Background: an optimization exercise with open tools, aiming at a short achievable clock period and few clock cycles per item. Do not read the settings as production practice. Function was checked by simulation only, so behaviour that the tests miss may differ from the original. Power and IR drop assume default switching activity.

## rsTop
module rsTop (
    input  logic                 clk,
    input  logic                 reset,
    input  logic                 flush,
    input  logic                 inValid,
    input  logic [2:0]           inOp,
    input  logic [TagWidth-1:0]  inDestTag,
    input  logic [TagWidth-1:0]  inTagA,
    input  logic [DataWidth-1:0] inValA,
    input  logic [TagWidth-1:0]  inTagB,
    input  logic [DataWidth-1:0] inValB,
    output logic                 creditReturn,
    output logic                 resultValid,
    output logic [TagWidth-1:0]  resultTag,
    output logic [DataWidth-1:0] resultData
);
For scale: ~2000 cells after synthesis, roughly 120 I/O pins.
Settings: LEC_CHECK=0, CAP_MARGIN=20, CORE_MARGIN=2, CORE_UTILIZATION=25, PLACE_DENSITY=0.45, SETUP_SLACK_MARGIN=3, SLEW_MARGIN=20, SYNTH_HIERARCHICAL=1, SYNTH_MINIMUM_KEEP_SIZE=0; clock period 5.0 ns.
run.sh (not shown) runs the stock make flow with config.mk's settings and CLKGATE_MAP_FILE= SYNTH_SCRIPT=/design/flow/synth_recipe.tcl, a recipe that flattens the netlist after the stock synthesis.
Testbench counts at the start, summed over its fixed seeds: cycles 3,216, items 3,200.
==> next run, changes <==
--- a/flow/design.v
+++ b/flow/design.v
@@ -321,23 +321,26 @@
                 end else begin : gT
                     rsPreT preInst (.gh(g[l-1][i]), .th(t[l-1][i]), .gl(g[l-1][i-D]),
                                     .tl(t[l-1][i-D]), .gN(g[l][i]), .tN(t[l][i]));
                 end
             end
         end
     end
     assign c = {g[L][N-2:0], sub};
+    logic c31b;
+    rsPreIg c31Inst (.gNh(g[L-1][N-2]), .tNh(t[L-1][N-2]), .gNl(g[L-1][N-2-(1<<(L-1))]),
+                     .g(c31b));
     logic [N-1:0] shlN, shrN;
     rsShift shiftInst (.a(a), .sl(sl), .sr(sr), .lN(shlN), .rN(shrN));
     logic [K*N-1:0] yf;
     assign y = yf;
     for (genvar j = 0; j < N; j++) begin : gOb
         logic e1, e0, cs;
-        assign cs = (j == 0) ? c[N-1] : c[j];
+        assign cs = (j == 0) ? c31b : c[j];
         if (j == 0) begin : gCand0
             rsCand #(.Lt(1'b1)) candInst (
                 .a (a[j]), .b (b[j]), .tt1 (tt0), .tt0 (tt0),
                 .lt (lt), .a31 (a[N-1]), .b31 (b[N-1]), .e1 (e1), .e0 (e0)
             );
         end else begin : gCandN
             rsCand #(.Lt(1'b0)) candInst (
                 .a (a[j]), .b (b[j]), .tt1 (tt[1]), .tt0 (tt[0]),
@@ -378,20 +381,19 @@
     output logic [DataWidth-1:0] resultData
 );
     logic                 exValid;
     logic [TagWidth-1:0]  exTag;
     logic [DataWidth-1:0] exA;
     logic [DataWidth-1:0] exB;
     logic                 exSub;   
     logic                 exSubN;  
-    logic                 exAdd, exSubOp, exLogic, exSlt;
+    logic                 exSlt;
     logic                 exShlN, exShrN;   
-    logic [3:0]           exLt;    
-    logic [3:0]           inLt;
+    logic [3:0]           inLt;    
     logic [3:0]           immA, immB, busA, busB, fwdA, fwdB;   
     logic [4:0]           exSl;    
     logic [4:0]           exSr;    
     logic                 inShl, inShr;
     logic [4:0][3:0]      fwd;     
     logic [4:0][3:0]      flN, frN;  
     logic [4:0][DataWidth-1:0] ex;
     logic [4:0][DataWidth-1:0] aluY;
@@ -424,25 +426,29 @@
     end
     assign ex[0] = '0;
     for (genvar j = 0; j < DataWidth; j++) begin : gEx
         assign ex[1][j] = (immA[j/8] & inValA[j]) | (busA[j/8] & resultData[j]);
         assign ex[2][j] = (immB[j/8] & inValB[j]) | (busB[j/8] & resultData[j]);
     end
     assign ex[3] = ex[2] & {DataWidth{inShl}};
     assign ex[4] = ex[2] & {DataWidth{inShr}};
-    logic [1:0][3:0] tt;
-    logic [3:0]      tt0;
+    logic [1:0][3:0] tt, inTt;
+    logic [3:0]      tt0, inTt0;
+    logic            inAdd, inSub, inLogic;
+    assign inAdd   = (inOp == opAdd);
+    assign inSub   = (inOp == opSub);
+    assign inLogic = (inOp == opAnd) || (inOp == opOr) || (inOp == opXor);
     for (genvar e = 0; e < 4; e++) begin : gEntry
         localparam logic P = (e == 1) || (e == 2);
         for (genvar v = 0; v < 2; v++) begin : gCarry
-            assign tt[v][e] = (exLogic && exLt[e]) || (exAdd && (P ^ v)) ||
-                              (exSubOp && !(P ^ v));
+            assign inTt[v][e] = (inLogic && inLt[e]) || (inAdd && (P ^ v)) ||
+                                (inSub && !(P ^ v));
         end
-        assign tt0[e] = (exLogic && exLt[e]) || ((exAdd || exSubOp) && P);
+        assign inTt0[e] = (inLogic && inLt[e]) || ((inAdd || inSub) && P);
     end
     rsAlu aluInst (
         .a   (exA),
         .b   (exB),
         .sub (exSub),
         .subN(exSubN),
         .tt  (tt),
         .tt0 (tt0),
@@ -459,23 +465,21 @@
         if (reset || flush) begin
             exValid <= 1'b0;
         end else begin
             exValid <= inValid;
         end
         exTag    <= inDestTag;
         exSub    <= (inOp == opSub) || (inOp == opSlt);
         exSubN   <= !((inOp == opSub) || (inOp == opSlt));
-        exAdd    <= (inOp == opAdd);
-        exSubOp  <= (inOp == opSub);
         exShlN   <= !(inOp == opShl);
         exShrN   <= !(inOp == opShr);
-        exLogic  <= (inOp == opAnd) || (inOp == opOr) || (inOp == opXor);
         exSlt    <= (inOp == opSlt);
-        exLt     <= inLt;
+        tt       <= inTt;
+        tt0      <= inTt0;
         exA      <= aluY[1];
         exB      <= aluY[2];
         exSl     <= aluY[3][4:0];
         exSr     <= aluY[4][4:0];
     end
     always_ff @(posedge clk) begin
         if (reset || flush) begin
             resultValid <= 1'b0;
Power increases by 32%.
Via count falls by 2.0%.
Sequential share of layout area rises by 0.27 points.
Worst hold slack hardly moves.
Setup slack is about the same.
Core utilization came out lower by 0.42 points.
Clock skew is lower by 0.0062 ns.
Global-route usage drops by 1.5 points.
Final area shrinks by 1.0%.
First-iteration DRC count goes down by 17%.
Register-to-register slack is about the same.
Routed wire length is lower by 7.3%.
Combinational power climbs by 42%.
Testbench counts after the change, summed over its fixed seeds: cycles 3,216, items 3,200.

afterwards: timing with drivers on the ports:
The results above use ideal ports. As a check the final layouts listed here were re-extracted and re-timed, cells and wires unchanged.
Step 1 assumes that a clkbuf_16 drives the clock port and a buf_2 every other input.
Step 2 moves the port delays by t, midway between the first and last clock arrival at a register: inputs arrive t later, outputs are due t later. That takes back most of the time a late clock gives input paths.
a / b / c = no drivers / after step 1 / after step 2; a / b = the first two.
| run | shift t [ns] | slack for setup (ns) | worst setup path at the end |
|---|---|---|---|
| the first run | 0.552 | 2.684 / 2.684 / 2.215 | input to register |
| the second run | 0.555 | 2.686 / 2.686 / 2.268 | input to register |
After both steps setup and hold are still met in every run listed. For the first run, which loses most, drivers alone change the setup slack by 0.000 ns; drivers and shift together by -0.469 ns.
